Context: an optimization exercise on an open-source flow, tuned for small area. The choices shown serve that exercise and are no tape-out recipe.
At most, simulation tests tie the RTL to the original design; equivalence was not proved.
Only the layout flow was run in run 3; the RTL was not checked for function there.
Power and IR drop assume default switching activity.

[standard.sh]
#!/bin/bash
# synth_recipe.tcl (not shown) runs the flow's synth.tcl, then flattens the netlist and writes it again
# the make line also repeats each setting of config.mk as NAME=value (left out here)
make -C /OpenROAD-flow-scripts/flow DESIGN_CONFIG=/design/flow/config.mk WORK_HOME=/design/flow/orfs CLKGATE_MAP_FILE= SYNTH_SCRIPT=/design/flow/synth_recipe.tcl "${@:-finish}"
[design.v]
`timescale 1ns/10ps
package dbg_pkg;
  localparam int NUM_PE  = 3;
  localparam int NUM_CNT = 11;
  typedef logic [19:0]       bus_addr_t;
  typedef logic [31:0]       bus_data_t;
  typedef logic [31:0]       cnt_t;
  typedef logic [3:0]        region_t;
  typedef logic [2:0]        offset_t;
  typedef logic [5:0]        reg_id_t;
  typedef logic [8:0]        pe_irq_t;
  typedef logic [3:0]        ready_t;
  typedef logic [3:0]        state_nib_t;
  typedef logic [6:0]        usedw7_t;
  typedef logic [29:0]       usedw30_t;
  typedef logic [NUM_PE-1:0] pe_vec_t;
  localparam region_t REGION_IRQ  = 4'd6;
  localparam region_t REGION_PKT  = 4'd7;
  localparam region_t REGION_DMA  = 4'd8;
  localparam region_t REGION_CORE = 4'd10;
  localparam logic [3:0] CNT_RX_TOTAL = 4'd0;
  localparam logic [3:0] CNT_RX_DMA   = 4'd1;
  localparam logic [3:0] CNT_RX_DRA   = 4'd2;
  localparam logic [3:0] CNT_RX_CONF  = 4'd3;
  localparam logic [3:0] CNT_MUX_DRA  = 4'd4;
  localparam logic [3:0] CNT_MUX_DMA  = 4'd5;
  localparam logic [3:0] CNT_MUX_CONF = 4'd6;
  localparam logic [3:0] CNT_DIST_PE0 = 4'd7;
  localparam logic [3:0] CNT_DIST_PE1 = 4'd8;
  localparam logic [3:0] CNT_DIST_PE2 = 4'd9;
  typedef enum logic [1:0] {
    IDLE,
    PROBE_WAIT,
    RESP_ACK,
    WAIT_END
  } bus_state_e;
endpackage
`timescale 1ns/10ps
`timescale 1ns/10ps
`timescale 1ns/10ps
`timescale 1ns/10ps
`timescale 1ns/10ps
module pe_debug_top (
  input  logic                i_clk,
  input  logic                i_rst_n,
  input  logic                i_cs,
  input  logic                i_wr_rd,
  input  dbg_pkg::bus_addr_t  i_addr,
  input  dbg_pkg::bus_data_t  i_wdata,
  output logic                o_ack_n,
  output dbg_pkg::bus_data_t  o_rdata,
  input  dbg_pkg::ready_t     i_rx_inc,
  input  logic                i_mux_inc_dra,
  input  logic                i_mux_inc_dma,
  input  logic                i_mux_inc_conf,
  input  dbg_pkg::pe_vec_t    i_dist_inc,
  input  dbg_pkg::ready_t     i_peri_ready,
  input  dbg_pkg::pe_irq_t    i_pe_irq0,
  input  dbg_pkg::pe_irq_t    i_pe_irq1,
  input  dbg_pkg::pe_irq_t    i_pe_irq2,
  input  dbg_pkg::state_nib_t i_mux_state,
  input  dbg_pkg::usedw7_t    i_usedw_dma,
  input  dbg_pkg::usedw7_t    i_usedw_dra,
  input  dbg_pkg::usedw7_t    i_usedw_conf,
  input  logic                i_dist_state,
  input  dbg_pkg::state_nib_t i_out_state,
  input  dbg_pkg::pe_vec_t    i_dma_alf,
  input  dbg_pkg::usedw30_t   i_usedw_dmawr,
  input  dbg_pkg::usedw30_t   i_usedw_pbufrd,
  input  dbg_pkg::bus_data_t  i_pe_reg_value0,
  input  dbg_pkg::bus_data_t  i_pe_reg_value1,
  input  dbg_pkg::bus_data_t  i_pe_reg_value2,
  input  dbg_pkg::bus_data_t  i_pc0,
  input  dbg_pkg::bus_data_t  i_pc1,
  input  dbg_pkg::bus_data_t  i_pc2,
  output dbg_pkg::reg_id_t    o_pe_reg_id0,
  output dbg_pkg::reg_id_t    o_pe_reg_id1,
  output dbg_pkg::reg_id_t    o_pe_reg_id2
);
  localparam int NC = 10;
  localparam int LW = 4;
  localparam int UW = 32 - LW;
  logic [2:0] st_q;
  logic       ack_q;      
  logic       idle;
  logic       accept;
  dbg_pkg::region_t region;
  dbg_pkg::offset_t off;
  logic             is_core;
  assign region  = i_addr[19:16];
  assign off     = i_addr[2:0];
  assign is_core = (region == dbg_pkg::REGION_CORE);
  assign idle    = (st_q == 3'd0) && !ack_q;
  assign accept  = idle && !i_cs;
  always_ff @(posedge i_clk or negedge i_rst_n) begin
    if (!i_rst_n) begin
      st_q  <= 3'd0;
      ack_q <= 1'b0;
    end else begin
      case (st_q)
        3'd0: begin
          if (accept) st_q <= (is_core && !i_wr_rd) ? 3'd1 : 3'd4;
          if (ack_q && i_cs) ack_q <= 1'b0;
        end
        3'd4: begin
          st_q  <= 3'd0;
          ack_q <= 1'b1;
        end
        default: st_q <= st_q + 3'd1;
      endcase
    end
  end
  assign o_ack_n = !ack_q;
  dbg_pkg::reg_id_t reg_id_q;
  always_ff @(posedge i_clk or negedge i_rst_n) begin
    if (!i_rst_n) begin
      reg_id_q <= '0;
    end else if (accept && is_core && !i_wr_rd) begin
      reg_id_q <= i_addr[13:8];
    end
  end
  assign o_pe_reg_id0 = reg_id_q;
  assign o_pe_reg_id1 = reg_id_q;
  assign o_pe_reg_id2 = reg_id_q;
  logic [NC-1:0] asel;       
  logic [NC-1:0] ev;
  logic [NC-1:0] wr;         
  logic [NC-1:0] ptr_sel;
  logic [NC-1:0] aidx_sel;
  logic [NC-1:0] up_sel;
  logic [NC-1:0] svc;
  logic [NC-1:0] load;
  logic [LW-1:0] lo_q [NC];
  logic [UW-1:0] up_q [NC];
  logic [NC-1:0] pend_q;
  logic [NC-1:0] vld_q;
  logic [3:0]    ptr_q;
  logic [3:0]    aidx_q;     
  logic          cnt_q;      
  logic          wr_q;       
  logic          fix_q;      
  logic          ans;        
  logic [LW-1:0] m_lo;
  logic          m_pend;
  logic [UW-1:0] m_up;
  logic          m_vld;
  logic [UW-1:0] up_inc;
  logic [UW-1:0] up_bus;
  logic [3:0]    aidx;
  assign ev = {i_dist_inc, i_mux_inc_conf, i_mux_inc_dma, i_mux_inc_dra, i_rx_inc};
  always_comb begin
    asel = '0;
    aidx = 4'd0;
    if (region == dbg_pkg::REGION_PKT) begin
      case (off)
        3'd6:    ;
        3'd7:    begin asel[6] = 1'b1; aidx = 4'd6; end
        default: begin asel[off] = 1'b1; aidx = {1'b0, off}; end
      endcase
    end else if (region == dbg_pkg::REGION_DMA) begin
      case (off)
        3'd0: begin asel[7] = 1'b1; aidx = 4'd7; end
        3'd1: begin asel[8] = 1'b1; aidx = 4'd8; end
        3'd2: begin asel[9] = 1'b1; aidx = 4'd9; end
        default: ;
      endcase
    end
  end
  assign ans = (st_q == 3'd4) && cnt_q;
  assign wr  = (accept && i_wr_rd) ? asel : '0;
  always_ff @(posedge i_clk or negedge i_rst_n) begin
    if (!i_rst_n) begin
      ptr_q <= '0;
    end else if (!ans) begin
      ptr_q <= (ptr_q >= 4'(NC - 1)) ? '0 : ptr_q + 4'd1;
    end
  end
  always_comb begin
    for (int k = 0; k < NC; k++) begin
      ptr_sel[k]  = (ptr_q == 4'(k));
      aidx_sel[k] = (aidx_q == 4'(k));
    end
  end
  assign up_sel = ans ? aidx_sel : ptr_sel;
  assign svc    = ans ? '0 : (ptr_sel & pend_q);
  assign load   = svc | ((ans && wr_q) ? aidx_sel : '0);
  always_comb begin
    m_lo   = '0;
    m_pend = 1'b0;
    m_up   = '0;
    m_vld  = 1'b0;
    for (int k = 0; k < NC; k++) begin
      m_lo   = m_lo   | (lo_q[k] & {LW{asel[k]}});
      m_pend = m_pend | (pend_q[k] & asel[k]);
      m_up   = m_up   | (up_q[k] & {UW{up_sel[k]}});
      m_vld  = m_vld  | (vld_q[k] & up_sel[k]);
    end
  end
  assign up_inc = (m_up & {UW{m_vld}}) + UW'(ans ? fix_q : 1'b1);
  assign up_bus = ans ? i_wdata[31:LW] : up_inc;
  always_ff @(posedge i_clk) begin
    if (accept) begin
      aidx_q <= aidx;
      cnt_q  <= (asel != '0);
      wr_q   <= i_wr_rd;
      fix_q  <= m_pend && !((asel & svc) != '0);
    end
  end
  for (genvar k = 0; k < NC; k++) begin : g_cnt
    always_ff @(posedge i_clk or negedge i_rst_n) begin
      if (!i_rst_n) begin
        lo_q[k]   <= '0;
        pend_q[k] <= 1'b0;
        vld_q[k]  <= 1'b0;
      end else begin
        if (wr[k]) begin
          lo_q[k] <= i_wdata[LW-1:0];
        end else if (ev[k]) begin
          lo_q[k] <= lo_q[k] + LW'(1);
        end
        pend_q[k] <= !wr[k] && ((ev[k] && (&lo_q[k])) || (pend_q[k] && !svc[k]));
        if (load[k]) begin
          vld_q[k] <= 1'b1;
        end
      end
    end
    always_ff @(posedge i_clk) begin
      if (load[k]) begin
        up_q[k] <= up_bus;
      end
    end
  end
  logic s_irq, s_r7_6, s_cnt, s_r8_3, s_r8_6, s_r8_7, s_probe;
  logic [5:0] s_pe;
  dbg_pkg::bus_data_t word;
  assign s_irq   = (region == dbg_pkg::REGION_IRQ);
  assign s_r7_6  = (region == dbg_pkg::REGION_PKT) && (off == 3'd6);
  assign s_r8_3  = (region == dbg_pkg::REGION_DMA) && (off == 3'd3);
  assign s_r8_6  = (region == dbg_pkg::REGION_DMA) && (off == 3'd6);
  assign s_r8_7  = (region == dbg_pkg::REGION_DMA) && (off == 3'd7);
  assign s_probe = is_core && !i_wr_rd;
  assign s_pe[0] = s_probe && (off == 3'd0);
  assign s_pe[1] = s_probe && (off == 3'd1);
  assign s_pe[2] = s_probe && (off == 3'd2);
  assign s_pe[3] = s_probe && (off == 3'd4);
  assign s_pe[4] = s_probe && (off == 3'd5);
  assign s_pe[5] = s_probe && (off == 3'd6);
  assign word = ({32{s_irq}}  & {11'b0, i_peri_ready, i_pe_irq0, i_pe_irq1, i_pe_irq2}) |
                ({32{s_r7_6}} & {4'b0, i_mux_state, 1'b0, i_usedw_dma,
                                 1'b0, i_usedw_dra, 1'b0, i_usedw_conf}) |
                {{UW{1'b0}}, m_lo} |
                ({32{s_r8_3}} & {15'b0, i_dist_state, 4'b0, i_out_state, 5'b0, i_dma_alf}) |
                ({32{s_r8_6}} & {2'b0, i_usedw_dmawr}) |
                ({32{s_r8_7}} & {2'b0, i_usedw_pbufrd}) |
                ({32{s_pe[0]}} & i_pe_reg_value0) |
                ({32{s_pe[1]}} & i_pe_reg_value1) |
                ({32{s_pe[2]}} & i_pe_reg_value2) |
                ({32{s_pe[3]}} & i_pc0) |
                ({32{s_pe[4]}} & i_pc1) |
                ({32{s_pe[5]}} & i_pc2);
  always_ff @(posedge i_clk) begin
    if (idle || st_q == 3'd2) begin
      o_rdata <= word;
    end else if (ans) begin
      o_rdata[31:LW] <= up_inc;
    end
  end
endmodule
[flow/run.sh]
#!/bin/bash
# Standard layout (standard.sh, unchanged synthesis) with two changes:
#  - port buffers are plain buf_1 cells instead of the delay buffers
#    buffer_ports picks by default;
#  - clock tree built from clkbuf_4 with small sink clusters and no dummy
#    loads.
# standard.sh's full output goes to standard_flow.log; each ORFS step also
# writes its own log under orfs/logs.
set -euo pipefail
export BUFFER_PORTS_ARGS="-buffer_cell sky130_fd_sc_hd__buf_1"
export CTS_ARGS="-sink_clustering_enable -repair_clock_nets -dont_use_dummy_load -buf_list {sky130_fd_sc_hd__clkbuf_4} -sink_clustering_size 8 -sink_clustering_max_diameter 40"
bash standard.sh > standard_flow.log 2>&1
[constraint.sdc]
create_clock -name core_clock -period 5.0 [get_ports {i_clk}]
set_input_delay 1.0000 -clock core_clock [delete_from_list [all_inputs] [get_ports {i_clk}]]
set_output_delay 1.0000 -clock core_clock [all_outputs]
set_load 0.01 [all_outputs]
[config.mk]
export PLATFORM = sky130hd
export DESIGN_NAME = pe_debug_top
export DESIGN_NICKNAME = pe_debug_top
export VERILOG_FILES = /design/flow/design.v
export SDC_FILE = /design/flow/constraint.sdc
export NUM_CORES = 4
export LEC_CHECK = 0
export CAP_MARGIN = 20
export CORE_MARGIN = 2
export CORE_UTILIZATION = 40
export SLEW_MARGIN = 20
==> summary.txt, run 1 <==
Outcome
  – Status: no timing/DRC/antenna violations

Drt
  – Via count: 15,900
  – Total wire length: 73,500 um
  – Max layer used: met5
  – Met3 wire length: 7540 um
  – Length of routed met2 wiring: 34,200 um
  – DR DRC count: 0
  – Mean routed wirelength per cell: 28.7 um
  – Detailed Routing Iterations Pass 1: 6
  – 1st-iter DRT viols: 1,901
  – Met1 wire length: 29,300 um
  – Antenna violation net count after detailed routing: 0
  – Avg Vias per Cell: 6.19

Synth
  – Synth Area in Compound Gates: 18.7%
  – Main combinational cell family by area after synthesis: compound AO/OA/AOI/OAI gates
  – Mapped Nets: 1,914
  – Post-Synth Simple-Gate Area: 11.0%
  – Post-synthesis xor/xnor area fraction: 2.47%
  – Area leader, netlist: edfxtp_1
  – Avg Inst Size Synth: 12.5 um^2
  – Most used DFF post-synth: edfxtp_1
  – Synth warn: 3
  – Number of synthesized flops with an enable pin: 319
  – Unique masters post-synth: 67
  – Synthesized instance count: 1,504
  – Post-synthesis adder-cell area fraction: 1.86%
  – Synth Register Bits: 393
  – Sequential element share of the synthesized area: 60.8%
  – Asr flop ratio synth: 18.8%
  – Area contributors post-synth: edfxtp_1, dfrtp_1, a22oi_1
  – Mux cell area share after synthesis: 1.83%
  – Syn Std Cell Area: 18,800 um^2
  – Yosys top cell area share: 50.9%

Floorplan
  – Initial Util: 40.5%
  – Die width: 221 um
  – I/O pins: 433
  – Rows: 79
  – Full die area: 48,800 um^2
  – Placeable Area: 46,500 um^2
  – Die height: 221 um

Clocking
  – CTS tree: built
  – Post-CTS Hold Buffers: 0
  – CTS buffer count: 71
  – CTS max path bufs: 3
  – Post-CTS Setup Inserts: 0
  – Clock Pin Slew Worst Setup and Hold Paths: 90 ps
  – CTS sink count: 393
  – H-tree depth: 3
  – CTS Root Cell: clkbuf_4
  – Post-cts repair resize count: 0
  – Skew-Pair Late Insertion Delay: 820 ps

STA
  – Final worst-path cycle share: 92.3%
  – Fin crit period: 4610 ps
  – Worst Max-Slew Pin Slew: 1170 ps
  – Hold Vio Cnt, Final: 0
  – Pins over their slew limit: 0
  – Max_slew headroom: 22.2%
  – Worst clock skew: 101 ps
  – RSZ-0062 raised after global routing: false
  – Max Clock Freq: 0.217 GHz
  – Setup TNS: 0 ps
  – Setup violators final: 0
  – Fin Hold WS: 281 ps

Setup path
  – Crit-path leading delay family: simple AND/OR/NAND/NOR gates
  – Critical path class: reg2reg
  – Nature of the critical path startpoint: flip-flop
  – Critical path arrival: 5230 ps
  – Critical path buffers and inverters: 2
  – CP max stage delay: 560 ps
  – Critical Path, Cell by Cell: inv_1 > ha_1 > and3_4 > mux2i_4 > buf_4 > a22o_1 > a221oi_1 > and3_1 > nor4_4 > nand4_2 > or4_1 > a21oi_1 > mux2_2
  – Crit-path max FO: 17
  – Critical Path End Type: flip-flop
  – CP Data Required Time: 5610 ps
  – CP max-delay cell: or4_1

Finish
  – Register area: 11,400 um^2
  – Post-Layout Cell Count: 2,566
  – P&R area growth vs syn: 16.8%
  – Post-route cell area: 22,000 um^2
  – Nets: 2,368
  – Filler instances: 4,318
  – Multi-input gate area: 6970 um^2
  – Share of cells above drive strength 1: 10.8%

Power and ir drop
  – Leak: 7.28 nW
  – Pwr/cell area: 625 nW/um^2
  – Peak VDD IR: 0.353 mV

Place
  – Area post-placement: 21,400 um^2
  – Placer congestion estimate: 0.975
  – # placed instances: 2,492
  – Port bufs: 425
  – Post-DP HPWL: 53,700 um

Global route
  – Total Routing Usage GR: 29.6%
  – First-pass GRT wire length: 106,000 um
  – Vias in the first global route: 15,800
  – Initial antenna violation count: 8
  – Total grt overflow: 0
  – Largest net degree at the start of global routing: 47

Run
  – Max cap viols: 0

Hold path
  – Hold Path Class: in2async
[metal layers]
metal | global-route usage (%) | vias up
met5 | 0 | -
met4 | 11.0 | 8
met3 | 7.95 | 138
met2 | 47.0 | 946
met1 | 38.8 | 7841
li1 | - | 6960
[synth_stat cells, drive strengths merged, types with 28 or more instances]
library cell	number
o21ai	49
dfrtp	74
nand4	31
a21oi	80
buf	57
clkbuf	63
a22oi	117
a222oi	61
and3	29
xnor2	28
nand3	41
ha	28
edfxtp	319
a221oi	68
nor2	80
nand2	132
[final cells by class]
class                   count  area share [%]
multi-input cells         979            31.7
flip-flops and latches    393            52.0
clock buffers              71            2.43
repair buffers            501            10.1
well taps                 607            3.46
diodes                      3          0.0342
inverters                  12           0.205
[path summary, 6_finish.rpt]
path                       startpoint     endpoint  slack (ps)  cells past startpoint
min reg2reg                  vld_q[1]     vld_q[1]         470                      1
min                           i_rst_n     vld_q[5]         280                      1
max in group asynchronous     i_rst_n   lo_q[4][1]        3750                      2
max                           st_q[0]  up_q[2][25]         390                     13
max reg2reg                   st_q[0]  up_q[2][25]         390                     13
min in group core_clock    i_addr[10]  reg_id_q[2]         450                      2
[per-stage QoR]
step | worst slack (ps) | total power (W) | utilization, %
2_1_floorplan | 618 | 0.00923 | -
3_3_place_gp | 237 | 0.0118 | 46.0
3_5_place_dp | 117 | 0.0119 | 46.0
4_1_cts | 108 | 0.0137 | 47.2
5_1_grt | 177 | 0.0144 | 47.3
6_report | 386 | 0.0137 | 47.3
[cells in the final DEF (no fill, tap or decap), drive strengths merged, types with 49 or more instances in the layout]
master  netlist  routed
a21oi        80      80
a22oi       117     117
dfrtp        74      74
a222oi       61      61
buf          57     500
clkbuf       63      72
edfxtp      319     319
a221oi       68      68
nor2         80      80
o21ai        49      49
nand2       132     132
[sequential cells by signal, indices dropped and copies added, names as in the netlist]
register and cells:
up_q 280, lo_q 40, o_rdata 32, pend_q 10, vld_q 10, reg_id_q 6
aidx_q 4, ptr_q 4, st_q 3, ack_q 1, cnt_q 1, fix_q 1
wr_q 1
[power breakdown]
group | switching, W | total (W) | internal [W] | leakage (nW)
Sequential | 0.000454 | 0.00573 | 0.00528 | 3.83
Clock | 0.00109 | 0.00174 | 0.000649 | 0.327
Combinational | 0.00425 | 0.00626 | 0.00200 | 3.13
Total | 0.00580 | 0.0137 | 0.00793 | 7.28
[kinds of logic (layout without fill, tap and decap cells)]
kind of cell               Yosys count  count (layout)
and+or+nand+nor                    401             401
other                                0               3
xor gates and xnor gates            53              53
AOI/OAI and AO/OA                  464             464
DFF                                393             393
muxes                               33              33
buffers and inverters              132             584
adders and majority gates           28              28
==> run 2, diff against run 1 <==
--- a/config.mk
+++ b/config.mk
@@ -10,2 +10,3 @@
 export CORE_UTILIZATION = 40
+export GPL_TIMING_DRIVEN = 0
 export SLEW_MARGIN = 20
==> summary.txt, run 2 <==
STA
  – Pins over their slew limit: 0 (unchanged)
  – Max_slew headroom: 12.8% (-9.4 points)
  – Max Clock Freq: 0.206 GHz (-4.9%)
  – Worst Max-Slew Pin Slew: 1310 ps (+141 ps)
  – Setup violators final: 0 (unchanged)
  – Worst clock skew: 61.6 ps (-39.0 ps)
  – RSZ-0062 raised after global routing: true
  – Fin crit period: 4850 ps (+239 ps)
  – Hold Vio Cnt, Final: 0 (unchanged)
  – Final worst-path cycle share: 97.1% (+4.8 points)
  – Final WS setup: 147 ps (-239 ps)

Finish
  – Top Registers: up_q x280, lo_q x40, o_rdata x32
  – Post-Layout Cell Count: 2,632 (+2.6%)
  – Commonest non-fill, non-tap cells in the layout: buf_1, edfxtp_1, nand2_1, a22oi_1, nor2_1
  – Filler instances: 4,314 (-0.093%)
  – Share of cells above drive strength 1: 11.9% (+1.1 points)
  – Max reg flops: 280 (unchanged)
  – Most common cell after layout, fill and taps aside: buf_1
  – Biggest register: up_q
  – P&R area growth vs syn: 20.6%
  – Nets: 2,431 (+2.7%)

Floorplan
  – Placeable Area: 46,500 um^2 (unchanged)
  – Die width: 221 um (unchanged)
  – I/O pins: 433 (unchanged)
  – Rows: 79 (unchanged)
  – Die height: 221 um (unchanged)
  – Initial Util: 40.5% (unchanged)
  – Full die area: 48,800 um^2 (unchanged)

Clocking
  – CTS buffer count: 68 (-4.2%)
  – CTS sink count: 393 (unchanged)
  – CTS Root Cell: clkbuf_4
  – CTS max path bufs: 3 (unchanged)
  – Skew-Pair Late Insertion Delay: 780 ps (-40 ps)
  – H-tree depth: 3 (unchanged)
  – CTS tree: built
  – Clock Pin Slew Worst Setup and Hold Paths: 100 ps (about the same)

Outcome
  – Status: no timing/DRC/antenna violations

Place
  – Port bufs: 421 (-0.94%)
  – # placed instances: 2,550 (+2.3%)
  – Pre-CTS setup slack: -984 ps (-1100 ps)
  – Placer congestion estimate: 1.03 (+5.9%)
  – Post-DP HPWL: 60,000 um (+12%)

Drt
  – Avg Vias per Cell: 6.28 (+1.4%)
  – DR DRC count: 0 (unchanged)
  – 1st-iter DRT viols: 2,069 (+8.8%)
  – Mean routed wirelength per cell: 30.1 um (+5.1%)
  – Via count: 16,500 (+4.0%)
  – Detailed Routing Iterations Pass 1: 8 (+2)
  – Antenna violation net count after detailed routing: 0 (unchanged)
  – Total wire length: 79,300 um (+7.8%)

Setup path
  – Crit-path max FO: 19 (+2)
  – Critical path class: reg2reg
  – Nature of the critical path startpoint: flip-flop
  – FF-to-FF path depth: 20 (+7)
  – Critical Path End Type: flip-flop
  – Worst r2r src: st_q[1]
  – CP Data Required Time: 5390 ps (-220 ps)
  – R2R Setup Slk: 150 ps (-240 ps)
  – Critical path arrival: 5240 ps (about the same)
  – FF-to-FF End: up_q[7][13]

Power and ir drop
  – Pwr/cell area: 632 nW/um^2 (+1.2%)
  – Combinational power share: 48.3% (+2.7 points)
  – Clock Power Share: 11.9% (-0.8 points)
  – Int Pwr: 0.00815 W (+2.7%)
  – Leak: 7.51 nW (+3.1%)
  – Sw Share: 43.2% (+0.97 points)
  – Sequential share of power: 39.8% (-2.0 points)
  – Sw power: 0.00620 W (+6.9%)
  – Peak VDD IR: 0.341 mV (-3.2%)
  – Power Total: 0.0143 W (+4.5%)

Synth
  – Post-synthesis xor/xnor area fraction: 2.47% (unchanged)
  – Most used DFF post-synth: edfxtp_1
  – Yosys top cell area share: 50.9% (unchanged)
  – Post-synthesis adder-cell area fraction: 1.86% (unchanged)
  – Commonest cells in the netlist: edfxtp_1, nand2_1, a22oi_1, a21oi_1, nor2_1
  – Main combinational cell family by area after synthesis: compound AO/OA/AOI/OAI gates
  – Number of synthesized flops with an enable pin: 319 (unchanged)
  – Unique masters post-synth: 67 (unchanged)
  – Synth Area in Compound Gates: 18.7% (unchanged)
  – Asr flop ratio synth: 18.8% (unchanged)
  – Synth warn: 3 (unchanged)
  – Area contributors post-synth: edfxtp_1, dfrtp_1, a22oi_1
  – Sequential element share of the synthesized area: 60.8% (unchanged)
  – Post-Synth Simple-Gate Area: 11.0% (unchanged)
  – Avg Inst Size Synth: 12.5 um^2 (unchanged)
  – Synthesized instance count: 1,504 (unchanged)
  – Mux cell area share after synthesis: 1.83% (unchanged)
  – Syn Std Cell Area: 18,800 um^2 (unchanged)
  – Area leader, netlist: edfxtp_1
  – Mapped Nets: 1,914 (unchanged)
  – Most common cell in the synthesized netlist: edfxtp_1
  – Synth Register Bits: 393 (unchanged)

Global route
  – Total grt overflow: 0 (unchanged)
  – Total Routing Usage GR: 31.6% (+2.0 points)
  – Largest net degree at the start of global routing: 30 (-36%)
  – Initial antenna violation count: 9 (+1)
  – First-pass GRT wire length: 112,000 um (+5.3%)
  – Vias in the first global route: 16,000 (+1.3%)

Hold path
  – Hold Path Class: in2async

Run
  – Max cap viols: 0 (unchanged)
-- run 2: cell counts after synthesis --
Identical to the previous run, type by type.
-- run 2: kinds of logic (layout without fill, tap and decap cells) --
kind of cell	count (synthesis)	after routing
other	0	6
DFF	393	393
muxes	33	34
and+or+nand+nor	401	401
AOI/OAI and AO/OA	464	465
xor gates and xnor gates	53	53
adders and majority gates	28	28
buffers and inverters	132	645
-- run 2: area by class of cell --
class                   count  area, um^2  share of cell area, %
inverters                  12        45.0                  0.199
flip-flops and latches    393       11400                   50.4
diodes                      6        15.0                 0.0662
well taps                 607         759                   3.35
repair buffers            452        2100                   9.25
clock buffers              68         510                   2.25
plain buffers             113         614                   2.71
multi-input cells         981        7210                   31.8
-- run 2: repair_timing --
item                       4_1_cts  5_1_grt
gates resized for setup         50       44
gates cloned                     0        2
setup buffers                    4        9
hold buffers                     0        0
setup endpoints to repair      283      271
pin swaps                        8        9
-- run 2: worst max-delay path, cell delays in order (launching register included) --
cell and delay, ps:
dfrtp_1 410, inv_1 80, ha_1 150, buf_6 140, and3_1 160, buf_2 180, buf_6 190, mux2i_4 300
buf_8 150, buf_4 100, buf_4 320, a22oi_1 100, and3_1 200, a21oi_1 160, ha_2 250, buf_4 130
o21ai_2 80, nor4b_2 310, nand4_1 200, xor2_1 500, a21oi_1 370
-- run 2: metrics by stage --
stage               utilization [%]  setup TNS [ps]  hold WS, ps  instance area (um^2)
floorplan                         -               0          438                 18800
global placement               45.5         -508240          452                 21100
detailed placement             46.6         -153980          453                 21700
CTS                            48.2               0          202                 22400
global route                   48.8               0          245                 22700
finish                         48.8               0          260                 22700
-- run 2: worst max-delay path by stage --
stage | startpoint | end | slack (ps) | cells after the start
floorplan | st_q[0] | up_q[0][22] | 620 | 21
detailed placement | st_q[0] | up_q[8][22] | -980 | 21
global route | st_q[1] | up_q[8][24] | 2 | 19
CTS | st_q[1] | up_q[8][24] | 3 | 20
finish | st_q[1] | up_q[7][13] | 150 | 20
global placement | st_q[0] | vld_q[0] | -2140 | 10
-- run 2: power by group through the flow --
stage	sequential [W]	combinational [W]	clock, W
final	0.00571	0.00693	0.00171
after global routing	0.00578	0.00729	0.00188
after CTS	0.00570	0.00652	0.00176
after detailed placement	0.00577	0.00622	0
after global placement	0.00579	0.00596	0
after floorplan	0.00572	0.00351	0
-- run 2: per-layer routing --
| metal | vias to the layer above | global-route usage [%] | share of wire [%] |
|---|---|---|---|
| met2 | 1021 | 48.1 | 45 |
| met5 | - | 0 | 0.083 |
| met3 | 135 | 9.19 | 11 |
| met1 | 8265 | 43.1 | 40 |
| met4 | 10 | 11.1 | 3.2 |
| li1 | 7095 | - | - |
==> run 3, diff against run 2 <==
--- a/design.v
+++ b/design.v
@@ -145,3 +145,3 @@
   logic [UW-1:0] m_up;
-  logic          m_vld;
+  logic [NC-1:0] up_rd;      
   logic [UW-1:0] up_inc;
@@ -184,2 +184,3 @@
   assign up_sel = ans ? aidx_sel : ptr_sel;
+  assign up_rd  = up_sel & vld_q;
   assign svc    = ans ? '0 : (ptr_sel & pend_q);
@@ -190,3 +191,2 @@
     m_up   = '0;
-    m_vld  = 1'b0;
     for (int k = 0; k < NC; k++) begin
@@ -194,15 +194,12 @@
       m_pend = m_pend | (pend_q[k] & asel[k]);
-      m_up   = m_up   | (up_q[k] & {UW{up_sel[k]}});
-      m_vld  = m_vld  | (vld_q[k] & up_sel[k]);
-    end
-  end
-  assign up_inc = (m_up & {UW{m_vld}}) + UW'(ans ? fix_q : 1'b1);
+      m_up   = m_up   | (up_q[k] & {UW{up_rd[k]}});
+    end
+  end
+  assign up_inc = m_up + UW'(ans ? fix_q : 1'b1);
   assign up_bus = ans ? i_wdata[31:LW] : up_inc;
   always_ff @(posedge i_clk) begin
-    if (accept) begin
-      aidx_q <= aidx;
-      cnt_q  <= (asel != '0);
-      wr_q   <= i_wr_rd;
-      fix_q  <= m_pend && !((asel & svc) != '0);
-    end
+    aidx_q <= aidx;
+    cnt_q  <= (asel != '0);
+    wr_q   <= i_wr_rd;
+    fix_q  <= m_pend && !((asel & svc) != '0);
   end
@@ -262,5 +259,6 @@
     if (idle || st_q == 3'd2) begin
-      o_rdata <= word;
-    end else if (ans) begin
-      o_rdata[31:LW] <= up_inc;
+      o_rdata[LW-1:0] <= word[LW-1:0];
+    end
+    if (idle || st_q == 3'd2 || ans) begin
+      o_rdata[31:LW] <= word[31:LW] | (ans ? up_inc : '0);
     end
--- a/config.mk
+++ b/config.mk
@@ -10,3 +10,2 @@
 export CORE_UTILIZATION = 40
-export GPL_TIMING_DRIVEN = 0
 export SLEW_MARGIN = 20
==> summary.txt, run 3 <==
STA
  – Worst Max-Slew Pin Slew: 1090 ps (-222 ps)
  – Max Clock Freq: 0.212 GHz (+2.9%)
  – Worst clock skew: 103 ps (+41.6 ps)
  – Fin crit period: 4720 ps (-137 ps)
  – Max_slew headroom: 26.9% (+14 points)
  – Pins over their slew limit: 0 (unchanged)
  – Fin Hold WS: 154 ps (-106 ps)
  – Hold Vio Cnt, Final: 0 (unchanged)
  – Setup TNS: 0 ps (unchanged)
  – Final WS setup: 285 ps (+137 ps)
  – Final worst-path cycle share: 94.3% (-2.7 points)
  – Setup violators final: 0 (unchanged)
  – RSZ-0062 raised after global routing: false

Clocking
  – H-tree depth: 3 (unchanged)
  – CTS max path bufs: 3 (unchanged)
  – Post-CTS Hold Buffers: 0 (unchanged)
  – CTS sink count: 393 (unchanged)
  – CTS buffer count: 66 (-2.9%)
  – Clock Pin Slew Worst Setup and Hold Paths: 100 ps (about the same)
  – Post-CTS Setup Inserts: 0 (-4)
  – CTS tree: built
  – Skew-Pair Late Insertion Delay: 790 ps (about the same)
  – CTS Root Cell: clkbuf_4

Floorplan
  – Die height: 221 um (+0.24%)
  – Placeable Area: 46,600 um^2 (+0.21%)
  – I/O pins: 433 (unchanged)
  – Die width: 221 um (+0.24%)
  – Full die area: 49,000 um^2 (+0.48%)
  – Initial Util: 40.6% (+0.11 points)
  – Rows: 79 (unchanged)

Hold path
  – Hold Path Class: in2async

Synth
  – Unique masters post-synth: 82 (+22%)
  – Avg Inst Size Synth: 12.7 um^2 (+1.2%)
  – Mapped Nets: 1,903 (-0.57%)
  – Synth Area in Compound Gates: 18.7% (+0.022 points)
  – Post-synthesis xor/xnor area fraction: 2.54% (+0.074 points)
  – Asr flop ratio synth: 18.8% (unchanged)
  – Yosys top cell area share: 49.6% (-1.4 points)
  – Synth Register Bits: 393 (unchanged)
  – Number of synthesized flops with an enable pin: 312 (-2.2%)
  – Most used DFF post-synth: edfxtp_1
  – Mux cell area share after synthesis: 1.75% (-0.075 points)
  – Syn Std Cell Area: 18,900 um^2 (+0.49%)
  – Synth warn: 3 (unchanged)
  – Area contributors post-synth: edfxtp_1, dfrtp_1, a22oi_1
  – Post-Synth Simple-Gate Area: 11.8% (+0.80 points)
  – Sequential element share of the synthesized area: 60.1% (-0.66 points)
  – Post-synthesis adder-cell area fraction: 1.85% (-0.0090 points)
  – Commonest cells in the netlist: edfxtp_1, nand2_1, a22oi_1, a221oi_1, dfrtp_1
  – Area leader, netlist: edfxtp_1
  – Main combinational cell family by area after synthesis: compound AO/OA/AOI/OAI gates
  – Synthesized instance count: 1,493 (-0.73%)
  – Most common cell in the synthesized netlist: edfxtp_1

Setup path
  – Critical Path End Type: flip-flop
  – FF-to-FF path depth: 15 (-25%)
  – Crit-path max FO: 24 (+5)
  – Nature of the critical path startpoint: flip-flop
  – Critical path arrival: 5140 ps (-100 ps)
  – CP Data Required Time: 5420 ps (+30 ps)
  – Critical path class: reg2reg

Finish
  – Biggest register: up_q
  – Util after Layout: 47.4% (-1.4 points)
  – Most common cell after layout, fill and taps aside: buf_1
  – Multi-input gate area: 7010 um^2 (-2.8%)
  – Post-route cell area: 22,100 um^2 (-2.8%)
  – Share of cells above drive strength 1: 11.5% (-0.40 points)
  – P&R area growth vs syn: 16.7%
  – Commonest non-fill, non-tap cells in the layout: buf_1, edfxtp_1, nand2_1, a22oi_1, buf_4
  – Top Registers: up_q x280, lo_q x40, o_rdata x32
  – Filler instances: 4,297 (-0.39%)
  – Max reg flops: 280 (unchanged)
  – Nets: 2,380 (-2.1%)
  – Register area: 11,400 um^2 (-0.61%)

Drt
  – DR DRC count: 0 (unchanged)
  – Total wire length: 72,200 um (-8.9%)
  – 1st-iter DRT viols: 1,982 (-4.2%)
  – Mean routed wirelength per cell: 28.0 um (-7.2%)
  – Via count: 15,900 (-3.7%)
  – Detailed Routing Iterations Pass 1: 6 (-2)
  – Antenna violation net count after detailed routing: 0 (unchanged)
  – Avg Vias per Cell: 6.16 (-1.9%)

Power and ir drop
  – Pwr/cell area: 561 nW/um^2 (-11%)
  – Peak VDD IR: 0.358 mV (+5.0%)
  – Leak: 7.39 nW (-1.6%)

Run
  – Max cap viols: 0 (unchanged)

Global route
  – First-pass GRT wire length: 104,000 um (-7.1%)
  – Vias in the first global route: 15,500 (-3.2%)
  – Initial antenna violation count: 11 (+2)
  – Total Routing Usage GR: 28.7% (-2.9 points)
  – Total grt overflow: 0 (unchanged)
  – Largest net degree at the start of global routing: 61 (+100%)

Place
  – Post-DP HPWL: 52,400 um (-13%)
  – Port bufs: 425 (+0.95%)
  – Pre-CTS setup slack: 171 ps (+1150 ps)
  – Area post-placement: 21,500 um^2 (-0.65%)
  – Placer congestion estimate: 1.00 (-3.2%)

Outcome
  – Status: no timing/DRC/antenna violations
## run 3: changes by cell type after synthesis, moves of 10 or more
cell      previous run  this run
a32o_1               1        21
a21oi_1             80        36
o221ai_1             0        15
nor2_1              80        57
and3_1              29        19
buf_2               23         8
a22o_1              25        54
a222oi_1            61        19
a221oi_1            68        78
a221o_1             15         5
o21ai_0             46        65
nand2_1            132       142
## run 3: cell families after synthesis
group | Yosys count
multiplexers | 30
flip-flops | 393
adder cells (fa/ha/maj) | 28
AO/OA/AOI/OAI | 460
buffers and inverters | 127
AND/OR/NAND/NOR | 401
XOR/XNOR | 54
## run 3: per-stage QoR
step / power, W / cells
6_report: 0.0124 / 2583
5_1_grt: 0.0130 / 2578
4_1_cts: 0.0123 / 2574
3_5_place_dp: 0.0107 / 2508
3_3_place_gp: 0.0105 / 2508
2_1_floorplan: 0.00848 / 1493
## run 3: per-layer routing
| layer | GRT usage [%] | part of all wire (%) |
|---|---|---|
| met5 | 0 | 0.089 |
| met4 | 7.34 | 2.2 |
| met3 | 7.75 | 10 |
| met2 | 44.7 | 46 |
| met1 | 39.6 | 42 |
## run 3: area by class of cell
cell class	count	area share, %
Multi-Input combinational cell	973	31.8
Sequential cell	393	51.5
Tap cell	607	3.44
Antenna cell	8	0.0907
Timing Repair Buffer	516	10.6
Clock buffer	66	2.25
Inverter	20	0.340
## run 3: report_power, final
part / switching [W] / leakage (nW) / internal (W)
registers: 0.000509 / 3.79 / 0.00527
logic: 0.00326 / 3.30 / 0.00166
clock network: 0.00108 / 0.304 / 0.000606
total: 0.00485 / 7.39 / 0.00753
## run 3: repair_timing
item	in CTS	in global routing
gates resized for setup	0	2
endpoints found under the setup margin	0	20
hold endpoints to repair	0	0
## run 3: critical path: stages, from the launching register on
cell,delay (ps)
dfrtp_1,370
inv_1,80
ha_1,340
nand3_4,240
buf_4,280
o22a_2,200
buf_4,400
a32o_1,210
nor4_1,60
buf_4,170
nor2_1,220
nand3_1,170
or4b_1,600
nor3_1,200
xor2_1,110
o21ai_0,790
## run 3: worst paths after layout
path	from	endpoint	slack, ps
hold reg to reg	vld_q[2]	vld_q[2]	480
hold / removal	i_rst_n	vld_q[9]	150
setup reg to reg	st_q[0]	up_q[6][14]	280
max in group asynchronous	i_rst_n	lo_q[8][1]	3750
setup / recovery	st_q[0]	up_q[6][14]	280
min in group core_clock	vld_q[2]	vld_q[2]	480
==> run 4, diff against run 3 <==
--- a/design.v
+++ b/design.v
@@ -145,3 +145,3 @@
   logic [UW-1:0] m_up;
-  logic [NC-1:0] up_rd;      
+  logic          m_vld;
   logic [UW-1:0] up_inc;
@@ -184,3 +184,2 @@
   assign up_sel = ans ? aidx_sel : ptr_sel;
-  assign up_rd  = up_sel & vld_q;
   assign svc    = ans ? '0 : (ptr_sel & pend_q);
@@ -191,2 +190,3 @@
     m_up   = '0;
+    m_vld  = 1'b0;
     for (int k = 0; k < NC; k++) begin
@@ -194,12 +194,15 @@
       m_pend = m_pend | (pend_q[k] & asel[k]);
-      m_up   = m_up   | (up_q[k] & {UW{up_rd[k]}});
-    end
-  end
-  assign up_inc = m_up + UW'(ans ? fix_q : 1'b1);
+      m_up   = m_up   | (up_q[k] & {UW{up_sel[k]}});
+      m_vld  = m_vld  | (vld_q[k] & up_sel[k]);
+    end
+  end
+  assign up_inc = (m_up & {UW{m_vld}}) + UW'(ans ? fix_q : 1'b1);
   assign up_bus = ans ? i_wdata[31:LW] : up_inc;
   always_ff @(posedge i_clk) begin
-    aidx_q <= aidx;
-    cnt_q  <= (asel != '0);
-    wr_q   <= i_wr_rd;
-    fix_q  <= m_pend && !((asel & svc) != '0);
+    if (accept) begin
+      aidx_q <= aidx;
+      cnt_q  <= (asel != '0);
+      wr_q   <= i_wr_rd;
+      fix_q  <= m_pend && !((asel & svc) != '0);
+    end
   end
@@ -259,6 +262,5 @@
     if (idle || st_q == 3'd2) begin
-      o_rdata[LW-1:0] <= word[LW-1:0];
-    end
-    if (idle || st_q == 3'd2 || ans) begin
-      o_rdata[31:LW] <= word[31:LW] | (ans ? up_inc : '0);
+      o_rdata <= word;
+    end else if (ans) begin
+      o_rdata[31:LW] <= up_inc;
     end
==> flow/run.sh (replaced) <==
#!/bin/bash
# Standard layout (standard.sh, its synthesis unchanged) with three changes:
#  - after synthesis, every combinational cell is swapped to the smallest
#    drive strength of its family (downsize.tcl); the flow's own repair
#    steps upsize again where timing needs it. Registers are left as they are;
#  - port buffers are plain buf_1 cells instead of the delay buffers
#    buffer_ports picks by default;
#  - clock tree built from clkbuf_4 with small sink clusters and no dummy
#    loads.
# Each tool's full output goes to a log of its own in this folder; each ORFS
# step also writes its own log under orfs/logs.
set -euo pipefail
export BUFFER_PORTS_ARGS="-buffer_cell sky130_fd_sc_hd__buf_1"
export CTS_ARGS="-sink_clustering_enable -repair_clock_nets -dont_use_dummy_load -buf_list {sky130_fd_sc_hd__clkbuf_4} -sink_clustering_size 8 -sink_clustering_max_diameter 40"
bash standard.sh synth > standard_synth.log 2>&1
R=orfs/results/sky130hd/pe_debug_top/base
cat > downsize_run.tcl <<EOT
read_db $R/1_synth.odb
source flow/downsize.tcl
write_db $R/1_synth.odb
EOT
openroad -no_init -exit downsize_run.tcl > downsize.log 2>&1
bash standard.sh > standard_flow.log 2>&1
==> flow/downsize.tcl (new file) <==
# Swap every combinational cell of the synthesized netlist to the smallest
# drive strength of the same cell family (same function and pins); the
# flow's repair steps upsize again where timing needs it. Registers are kept.
set db [ord::get_db]
set block [ord::get_db_block]
set dont_use {}
# smallest master per family (name without the _N drive suffix)
array set best {}
foreach lib [$db getLibs] {
  foreach m [$lib getMasters] {
    set n [$m getName]
    if {![regexp {^(sky130_fd_sc_hd__[a-z0-9]+)_([0-9]+)$} $n -> fam drv]} { continue }
    if {[lsearch -exact $dont_use $n] >= 0} { continue }
    set a [expr {[$m getWidth] * [$m getHeight]}]
    if {![info exists best($fam)] || $a < [lindex $best($fam) 1]} {
      set best($fam) [list $m $a]
    }
  }
}
set nswap 0
foreach inst [$block getInsts] {
  set m [$inst getMaster]
  set n [$m getName]
  if {![regexp {^(sky130_fd_sc_hd__[a-z0-9]+)_([0-9]+)$} $n -> fam drv]} { continue }
  # keep registers, clock gates, latches as they are
  if {[regexp {__(df|edf|sdf|dl|sdl|ebuf|einv)} $n]} { continue }
  set bm [lindex $best($fam) 0]
  if {[$bm getName] ne $n} {
    $inst swapMaster $bm
    incr nswap
  }
}
puts "downsize: swapped $nswap cells"
==> summary.txt, run 4 <==
Floorplan
  – Placeable Area: 45,600 um^2 (-2.1%)
  – Die width: 219 um (-0.87%)
  – Rows: 78 (-1.3%)
  – Full die area: 48,100 um^2 (-1.7%)
  – Die height: 219 um (-0.87%)
  – I/O pins: 433 (unchanged)
  – Initial Util: 40.7% (+0.14 points)

Hold path
  – Hold Path Depth: 2
  – Hold Path Class: in2reg

Finish
  – Most common cell after layout, fill and taps aside: buf_1
  – Multi-input gate area: 6840 um^2 (-2.4%)
  – Biggest register: up_q
  – Commonest non-fill, non-tap cells in the layout: buf_1, edfxtp_1, nand2_1, a22oi_1, buf_4
  – Util after Layout: 48.2% (+0.82 points)
  – Top Registers: up_q x280, lo_q x40, o_rdata x32
  – Max reg flops: 280 (unchanged)
  – Share of cells above drive strength 1: 9.53% (-2.0 points)
  – Register area: 11,400 um^2 (+0.62%)
  – P&R area growth vs syn: 18.3%
  – Post-route cell area: 22,000 um^2 (-0.41%)
  – Filler instances: 4,234 (-1.5%)
  – Nets: 2,384 (+0.17%)

STA
  – Pins over their slew limit: 0 (unchanged)
  – Worst clock skew: 108 ps (+4.42 ps)
  – Max_slew headroom: 31.7% (+4.8 points)
  – Max Clock Freq: 0.212 GHz (about the same)
  – Final worst-path cycle share: 94.2% (about the same)
  – Fin crit period: 4710 ps (-3.66 ps)
  – Worst Max-Slew Pin Slew: 1010 ps (-71.6 ps)
  – Hold Vio Cnt, Final: 0 (unchanged)
  – Setup TNS: 0 ps (unchanged)
  – Setup violators final: 0 (unchanged)
  – RSZ-0062 raised after global routing: false

Drt
  – Avg Vias per Cell: 6.20 (+0.68%)
  – 1st-iter DRT viols: 2,094 (+5.7%)
  – Mean routed wirelength per cell: 28.7 um (+2.5%)
  – Antenna violation net count after detailed routing: 0 (unchanged)
  – Via count: 16,000 (+0.53%)
  – Total wire length: 73,900 um (+2.3%)
  – Detailed Routing Iterations Pass 1: 8 (+2)
  – DR DRC count: 0 (unchanged)

Setup path
  – Critical Path End Type: flip-flop
  – Nature of the critical path startpoint: flip-flop
  – CP max-delay cell: or4_1
  – Critical path arrival: 5200 ps (+60 ps)
  – Crit-path leading delay family: simple AND/OR/NAND/NOR gates
  – CP Depth: 13 (-2)
  – CP max stage delay: 590 ps (-200 ps)
  – Crit-path max FO: 12 (-50%)
  – FF-to-FF path depth: 13 (-2)
  – Critical Path, Cell by Cell: inv_1 > ha_1 > and3_4 > mux2i_4 > buf_4 > a222oi_1 > and3_1 > and2_0 > nor4_1 > nand4_1 > or4_1 > a21oi_1 > mux2_1
  – CP Data Required Time: 5490 ps (+70 ps)
  – Critical path class: reg2reg
  – R2R Setup Slk: 290 ps (about the same)
  – Critical path buffers and inverters: 2 (-2)

Place
  – Area post-placement: 21,400 um^2 (-0.41%)
  – Placer congestion estimate: 1.02 (+2.1%)
  – Post-DP HPWL: 53,400 um (+2.1%)
  – Port bufs: 425 (unchanged)

Run
  – Max cap viols: 0 (unchanged)

Clocking
  – CTS buffer count: 68 (+3.0%)
  – CTS sink count: 393 (unchanged)
  – Post-CTS Setup Inserts: 0 (unchanged)
  – CTS max path bufs: 3 (unchanged)
  – Clock Pin Slew Worst Setup and Hold Paths: 100 ps (about the same)
  – CTS Root Cell: clkbuf_4
  – H-tree depth: 3 (unchanged)
  – CTS tree: built
  – Skew-Pair Late Insertion Delay: 770 ps (-20 ps)

Synth
  – Synthesized instance count: 1,504 (+0.74%)
  – Mapped Nets: 1,914 (+0.58%)
  – Synth warn: 3 (unchanged)
  – Avg Inst Size Synth: 12.3 um^2 (-2.5%)
  – Syn Std Cell Area: 18,600 um^2 (-1.8%)

Global route
  – Largest net degree at the start of global routing: 75 (+23%)
  – Initial antenna violation count: 7 (-4)
  – Vias in the first global route: 15,800 (+2.0%)
  – Total Routing Usage GR: 30.4% (+1.7 points)
  – Total grt overflow: 0 (unchanged)
  – First-pass GRT wire length: 106,000 um (+1.6%)

Power and ir drop
  – Leak: 7.33 nW (-0.94%)
  – Peak VDD IR: 0.287 mV (-20%)
  – Pwr/cell area: 618 nW/um^2 (+10%)

Outcome
  – Status: no timing/DRC/antenna violations
run 4: routing by layer:
metal / wire length, um / share of wire (%) / vias up / global-route usage (%)
met5: 27 / 0.037 / - / 0
met1: 30600 / 41 / 7928 / 42.2
li1: - / - / 6987 / -
met3: 7380 / 10 / 114 / 6.21
met2: 34000 / 46 / 959 / 48.1
met4: 1930 / 2.6 / 4 / 8.94
run 4: repair_timing:
action | 4_1_cts | 5_1_grt
hold buffers | 0 | 0
endpoints found under the setup margin | 0 | 71
gates resized for setup | 0 | 2
run 4: layout make-up:
| cell class | instances | share of cell area, % |
|---|---|---|
| Sequential cell | 393 | 52.0 |
| Antenna cell | 7 | 0.0797 |
| Tap cell | 600 | 3.42 |
| Timing Repair Buffer | 520 | 10.8 |
| Clock buffer | 68 | 2.32 |
| Inverter | 12 | 0.205 |
| Multi-Input combinational cell | 979 | 31.1 |
run 4: power by group:
group	switching [W]	leakage, nW	total [W]	internal [W]
clock	0.00106	0.313	0.00169	0.000624
sequential	0.000478	3.83	0.00576	0.00528
combinational	0.00409	3.18	0.00612	0.00202
run 4: final timing paths:
path / to / from
max in group asynchronous: lo_q[0][3] / i_rst_n
min: reg_id_q[1] / i_addr[9]
min reg2reg: vld_q[1] / vld_q[1]
max: up_q[8][25] / st_q[0]
max reg2reg: up_q[8][25] / st_q[0]
min in group asynchronous: lo_q[5][2] / i_rst_n
run 4: worst register-to-register path: stages, from the launching register on:
cell and delay (ps):
dfrtp_1 420, inv_1 100, ha_1 220, and3_4 400, mux2i_4 480, buf_4 300
a222oi_1 120, and3_1 160, and2_0 210, nor4_1 340, nand4_1 360, or4_1 590
a21oi_1 380, mux2_1 360
run 4: per-stage QoR:
stage / instances / hold WS (ps) / worst slack [ps] / total power [W]
floorplan: 1504 / 443 / 28.0 / 0.00899
global placement: 2503 / 459 / 365 / 0.0117
detailed placement: 2503 / 466 / 313 / 0.0118
CTS: 2571 / 376 / 171 / 0.0135
global route: 2576 / 407 / 79.2 / 0.0142
finish: 2579 / 428 / 288 / 0.0136
==> run 5, diff against run 4 <==
--- a/design.v
+++ b/design.v
@@ -125,17 +125,18 @@
   logic [NC-1:0] asel;       
+  logic [3:0]    aidx;       
   logic [NC-1:0] ev;
   logic [NC-1:0] wr;         
-  logic [NC-1:0] ptr_sel;
-  logic [NC-1:0] aidx_sel;
-  logic [NC-1:0] up_sel;
-  logic [NC-1:0] svc;
-  logic [NC-1:0] load;
+  logic          is_cnt;     
+  logic          wen;        
+  logic [NC-1:0] pos_sel;    
+  logic [NC-1:0] rd_sel;
+  logic [NC-1:0] wplace;     
+  logic [NC-1:0] at9;        
+  logic [NC-1:0] up_wr;      
   logic [LW-1:0] lo_q [NC];
-  logic [UW-1:0] up_q [NC];
+  logic [UW-1:0] ring_q [NC];
   logic [NC-1:0] pend_q;
   logic [NC-1:0] vld_q;
-  logic [3:0]    ptr_q;
-  logic [3:0]    aidx_q;     
+  logic [NC-1:0] ph_q;
   logic          cnt_q;      
-  logic          wr_q;       
   logic          fix_q;      
@@ -144,7 +145,7 @@
   logic          m_pend;
+  logic          m_vld;
   logic [UW-1:0] m_up;
-  logic          m_vld;
-  logic [UW-1:0] up_inc;
-  logic [UW-1:0] up_bus;
-  logic [3:0]    aidx;
+  logic          s_pend;
+  logic          s_vld;
+  logic [UW-1:0] s_up;
   assign ev = {i_dist_inc, i_mux_inc_conf, i_mux_inc_dma, i_mux_inc_dra, i_rx_inc};
@@ -168,20 +169,30 @@
   end
-  assign ans = (st_q == 3'd4) && cnt_q;
-  assign wr  = (accept && i_wr_rd) ? asel : '0;
+  assign is_cnt = (asel != '0);
+  assign ans    = (st_q == 3'd4) && cnt_q;
+  assign wr     = (accept && i_wr_rd) ? asel : '0;
+  assign wen    = (accept || ans) && i_wr_rd && is_cnt;
   always_ff @(posedge i_clk or negedge i_rst_n) begin
     if (!i_rst_n) begin
-      ptr_q <= '0;
-    end else if (!ans) begin
-      ptr_q <= (ptr_q >= 4'(NC - 1)) ? '0 : ptr_q + 4'd1;
-    end
-  end
-  always_comb begin
-    for (int k = 0; k < NC; k++) begin
-      ptr_sel[k]  = (ptr_q == 4'(k));
-      aidx_sel[k] = (aidx_q == 4'(k));
-    end
-  end
-  assign up_sel = ans ? aidx_sel : ptr_sel;
-  assign svc    = ans ? '0 : (ptr_sel & pend_q);
-  assign load   = svc | ((ans && wr_q) ? aidx_sel : '0);
+      ph_q <= NC'(1);
+    end else begin
+      ph_q <= {ph_q[NC-2:0], ph_q[NC-1]};
+    end
+  end
+  always_comb begin
+    for (int p = 0; p < NC; p++) begin
+      pos_sel[p] = 1'b0;
+      for (int c = 0; c < NC; c++) begin
+        pos_sel[p] = pos_sel[p] | (asel[c] & ph_q[(p - c + NC) % NC]);
+      end
+      at9[p] = ph_q[NC - 1 - p];
+    end
+  end
+  always_comb begin
+    wplace = '0;
+    for (int p = 1; p < NC; p += 2) begin
+      wplace[p] = wen && pos_sel[p-1];
+    end
+  end
+  assign up_wr = (wen && (pos_sel[0] | pos_sel[2] | pos_sel[4] | pos_sel[6] | pos_sel[8])) ? asel : '0;
+  assign rd_sel = pos_sel & {NC{m_vld}};
   always_comb begin
@@ -189,4 +200,6 @@
     m_pend = 1'b0;
+    m_vld  = 1'b0;
+    s_pend = 1'b0;
+    s_vld  = 1'b0;
     m_up   = '0;
-    m_vld  = 1'b0;
     for (int k = 0; k < NC; k++) begin
@@ -194,15 +207,18 @@
       m_pend = m_pend | (pend_q[k] & asel[k]);
-      m_up   = m_up   | (up_q[k] & {UW{up_sel[k]}});
-      m_vld  = m_vld  | (vld_q[k] & up_sel[k]);
-    end
-  end
-  assign up_inc = (m_up & {UW{m_vld}}) + UW'(ans ? fix_q : 1'b1);
-  assign up_bus = ans ? i_wdata[31:LW] : up_inc;
+      m_vld  = m_vld  | (vld_q[k] & asel[k]);
+      s_pend = s_pend | (pend_q[k] & at9[k]);
+      s_vld  = s_vld  | (vld_q[k] & at9[k]);
+      m_up   = m_up   | (ring_q[k] & {UW{rd_sel[k]}});
+    end
+  end
+  assign s_up = (ring_q[NC-1] & {UW{s_vld}}) + UW'(s_pend);
   always_ff @(posedge i_clk) begin
-    if (accept) begin
-      aidx_q <= aidx;
-      cnt_q  <= (asel != '0);
-      wr_q   <= i_wr_rd;
-      fix_q  <= m_pend && !((asel & svc) != '0);
-    end
+    ring_q[0] <= s_up;
+    for (int p = 1; p < NC; p++) begin
+      ring_q[p] <= wplace[p] ? i_wdata[31:LW] : ring_q[p-1];
+    end
+  end
+  always_ff @(posedge i_clk) begin
+    cnt_q <= is_cnt;
+    fix_q <= m_pend;
   end
@@ -220,11 +236,6 @@
         end
-        pend_q[k] <= !wr[k] && ((ev[k] && (&lo_q[k])) || (pend_q[k] && !svc[k]));
-        if (load[k]) begin
+        pend_q[k] <= !wr[k] && ((ev[k] && (&lo_q[k])) || (pend_q[k] && !at9[k]));
+        if (at9[k] || up_wr[k]) begin
           vld_q[k] <= 1'b1;
         end
-      end
-    end
-    always_ff @(posedge i_clk) begin
-      if (load[k]) begin
-        up_q[k] <= up_bus;
       end
@@ -250,3 +261,3 @@
                                  1'b0, i_usedw_dra, 1'b0, i_usedw_conf}) |
-                {{UW{1'b0}}, m_lo} |
+                {m_up, m_lo} |
                 ({32{s_r8_3}} & {15'b0, i_dist_state, 4'b0, i_out_state, 5'b0, i_dma_alf}) |
@@ -263,4 +274,4 @@
       o_rdata <= word;
-    end else if (ans) begin
-      o_rdata[31:LW] <= up_inc;
+    end else if (ans && fix_q) begin
+      o_rdata[31:LW] <= o_rdata[31:LW] + UW'(1);
     end
--- a/config.mk
+++ b/config.mk
@@ -9,3 +9,3 @@
 export CORE_MARGIN = 2
-export CORE_UTILIZATION = 40
+export CORE_UTILIZATION = 60
 export SLEW_MARGIN = 20
==> summary.txt, run 5 <==
STA
  – Max Clock Freq: 0.235 GHz (+11%)
  – Max_slew headroom: 22.0% (-9.7 points)
  – Setup violators final: 0 (unchanged)
  – Worst Max-Slew Pin Slew: 1170 ps (+154 ps)
  – Fin Hold WS: 280 ps (-148 ps)
  – Pins over their slew limit: 0 (unchanged)
  – RSZ-0062 raised after global routing: false
  – Fin crit period: 4250 ps (-465 ps)
  – Hold Vio Cnt, Final: 0 (unchanged)
  – Final worst-path cycle share: 84.9% (-9.3 points)
  – Setup TNS: 0 ps (unchanged)
  – Worst clock skew: 118 ps (+10.3 ps)

Drt
  – Antenna violation net count after detailed routing: 0 (unchanged)
  – Max layer used: met4
  – Mean routed wirelength per cell: 27.2 um (-5.2%)
  – Avg Vias per Cell: 6.89 (+11%)
  – DR DRC count: 0 (unchanged)
  – Length of routed met2 wiring: 31,100 um (-8.6%)
  – Met3 wire length: 8060 um (+9.3%)
  – 1st-iter DRT viols: 2,528 (+21%)
  – Met1 wire length: 26,300 um (-14%)
  – Detailed Routing Iterations Pass 1: 7 (-1)
  – Via count: 17,600 (+10%)
  – Total wire length: 69,500 um (-5.9%)

Synth
  – Unique masters post-synth: 73
  – Avg Inst Size Synth: 10.4 um^2 (-16%)
  – Sequential element share of the synthesized area: 47.5%
  – Yosys Chip Area: 18,100 um^2
  – Most common cell in the synthesized netlist: dfxtp_1
  – Area leader, netlist: dfxtp_1
  – Synthesized instance count: 1,730 (+15%)
  – Synth Register Bits: 394
  – Area contributors post-synth: dfxtp_1, dfrtp_1, mux2_2
  – Synth warn: 3 (unchanged)
  – Mapped Nets: 2,135 (+12%)
  – Asr flop ratio synth: 20.3%
  – Number of synthesized flops with an enable pin: 32
  – Commonest cells in the netlist: dfxtp_1, a22oi_1, mux2_2, nor2_1, a21oi_1
  – Yosys top cell area share: 31.2%
  – Most used DFF post-synth: dfxtp_1
  – Syn Std Cell Area: 17,900 um^2 (-3.3%)

Floorplan
  – Rows: 63 (-19%)
  – Placeable Area: 29,600 um^2 (-35%)
  – Die height: 177 um (-19%)
  – Initial Util: 60.7% (+20 points)
  – I/O pins: 433 (unchanged)
  – Die width: 177 um (-19%)
  – Full die area: 31,300 um^2 (-35%)

Hold path
  – Hold Path Class: in2async

Setup path
  – Critical path class: in2reg
  – FF-to-FF End: ring_q[0][27]
  – R2R Setup Slk: 1390 ps (+1100 ps)
  – Critical Path End Type: flip-flop
  – Nature of the critical path startpoint: input pin
  – FF-to-FF path depth: 12 (-1)
  – CP Data Required Time: 5530 ps (+40 ps)
  – Crit-path max FO: 28 (+16)
  – Worst r2r src: ph_q[9]
  – Critical path arrival: 4770 ps (-430 ps)

Power and ir drop
  – Sw power: 0.00288 W (-49%)
  – Clock Power Share: 19.5% (+7.1 points)
  – Sw Share: 36.0% (-5.6 points)
  – Leak: 7.79 nW (+6.3%)
  – Peak VDD IR: 0.225 mV (-22%)
  – Int Pwr: 0.00512 W (-35%)
  – Pwr/cell area: 383 nW/um^2 (-38%)
  – Combinational power share: 28.6% (-16 points)
  – Sequential share of power: 51.9% (+9.4 points)

Clocking
  – Post-CTS Hold Buffers: 0 (unchanged)
  – CTS Root Cell: clkbuf_4
  – Post-CTS Setup Inserts: 0 (unchanged)
  – CTS sink count: 394 (+0.25%)
  – Clock Pin Slew Worst Setup and Hold Paths: 90 ps (about the same)
  – CTS buffer count: 58 (-15%)
  – CTS max path bufs: 3 (unchanged)
  – Skew-Pair Late Insertion Delay: 760 ps (about the same)
  – CTS tree: built
  – H-tree depth: 2 (-1)
  – Post-cts repair resize count: 0 (unchanged)

Finish
  – Filler instances: 2,361 (-44%)
  – Share of cells above drive strength 1: 7.54% (-2.0 points)
  – Top Registers: ring_q x280, lo_q x40, o_rdata x32
  – P&R area growth vs syn: 16.4%
  – Post-route cell area: 20,900 um^2 (-4.9%)
  – Util after Layout: 70.7% (+22 points)
  – Nets: 2,569 (+7.8%)
  – Most common cell after layout, fill and taps aside: buf_1
  – Biggest register: ring_q
  – Max reg flops: 280 (unchanged)
  – Commonest non-fill, non-tap cells in the layout: buf_1, dfxtp_1, a22oi_1, mux2_1, a21oi_1

Place
  – Area post-placement: 20,400 um^2 (-4.6%)
  – Port bufs: 425 (unchanged)
  – Post-DP HPWL: 49,500 um (-7.3%)
  – Placer congestion estimate: 1.03 (+1.2%)

Run
  – Max cap viols: 0 (unchanged)

Global route
  – Vias in the first global route: 17,000 (+7.5%)
  – Largest net degree at the start of global routing: 43 (-43%)
  – First-pass GRT wire length: 101,000 um (-4.0%)
  – Total Routing Usage GR: 43.2% (+13 points)
  – Initial antenna violation count: 7 (unchanged)
  – Total grt overflow: 0 (unchanged)

Outcome
  – Status: no timing/DRC/antenna violations
==> run 5: worst max path at each step <==
stage / depth (start not counted) / from / slack [ps] / to
final: 12 / i_addr[0] / 750 / ring_q[5][4]
after global routing: 12 / i_addr[0] / 600 / ring_q[5][4]
after CTS: 12 / i_addr[0] / 930 / ring_q[5][4]
after detailed placement: 12 / i_addr[0] / 230 / ring_q[5][15]
after global placement: 15 / i_addr[0] / 230 / o_rdata[24]
after floorplan: 14 / i_addr[2] / 70 / o_rdata[4]
==> run 5: cells by family after synthesis <==
group | Yosys count | synth area share, %
compound gates | 531 | 22.8
simple gates | 398 | 11.1
flops | 394 | 47.5
mux | 158 | 9.75
buf+inv | 152 | 3.66
xor+xnor | 74 | 3.58
fa+ha+maj | 23 | 1.59
==> run 5: layer usage <==
layer	track usage, %	vias to the layer above
li1	-	7597
met1	55.7	8455
met2	67.3	1343
met3	9.34	234
met4	24.2	0
met5	0	-
==> run 5: stage by stage <==
step / setup WS, ps / total power, W / cells
after floorplan: 69.9 / 0.00542 / 1730
after global placement: 229 / 0.00636 / 2494
after detailed placement: 227 / 0.00643 / 2494
after CTS: 931 / 0.00793 / 2552
after global routing: 597 / 0.00833 / 2559
final: 753 / 0.00800 / 2560
==> run 5: power groups by stage <==
stage | combinational (W) | clock, W | sequential [W]
floorplan | 0.00129 | 0 | 0.00413
global placement | 0.00218 | 0 | 0.00419
detailed placement | 0.00222 | 0 | 0.00420
CTS | 0.00224 | 0.00156 | 0.00413
global route | 0.00246 | 0.00167 | 0.00419
finish | 0.00228 | 0.00156 | 0.00415
==> run 5: final cells by class <==
type | instances | area (um^2) | share of cell area (%)
diodes | 8 | 20.0 | 0.0958
clock buffers | 58 | 435 | 2.08
inverters | 21 | 78.8 | 0.377
multi-input cells | 1184 | 8880 | 42.5
flip-flops and latches | 394 | 8610 | 41.2
well taps | 390 | 488 | 2.34
repair buffers | 505 | 2370 | 11.4
==> run 5: worst max-delay path, stage by stage <==
cell and delay, ps:
buf_1 190, inv_1 100, ha_1 250, ha_1 300, nor3b_1 930, o21a_1 350, nor4_1 90, nand3_1 180
o211ai_1 330, or2_1 340, buf_4 320, mux2_1 380

separate check: timing with driven ports:
No port has a modelled driver above. Below, the same layouts with a new extraction and two added sets of constraints.
Step 1 (the two cells are an assumption about what drives the block):
set clk [get_ports {i_clk}]
set_driving_cell -lib_cell sky130_fd_sc_hd__clkbuf_16 $clk
set_driving_cell -lib_cell sky130_fd_sc_hd__buf_2 [delete_from_list [all_inputs] $clk]
Step 2, shift: input delay + t, output delay - t, t = (earliest + latest rising clock arrival at the registers) / 2. This alone moves slack from input paths to output paths.
a / b / c = no drivers / after step 1 / after step 2; a / b = the first two.
run | t, ns | setup WS [ns] | hold WS [ns] | worst setup path at the end
run 1 | 0.803 | 0.386 / 0.386 / 0.386 | 0.281 / 0.257 / 0.471 | register to register
run 2 | 0.800 | 0.147 / 0.147 / -0.291 | 0.260 / 0.228 / 0.474 | input to register
run 3 | 0.778 | 0.285 / 0.285 / 0.285 | 0.154 / 0.130 / 0.483 | register to register
run 4 | 0.774 | 0.288 / 0.288 / 0.288 | 0.428 / 0.415 / 0.483 | register to register
run 5 | 0.750 | 0.753 / 0.772 / 0.022 | 0.280 / 0.261 / 0.307 | input to register
With both steps, setup timing fails in run 2, where it was met with ideal ports. For run 5, which loses most, drivers alone change the setup slack by +0.019 ns; drivers and shift together by -0.731 ns.
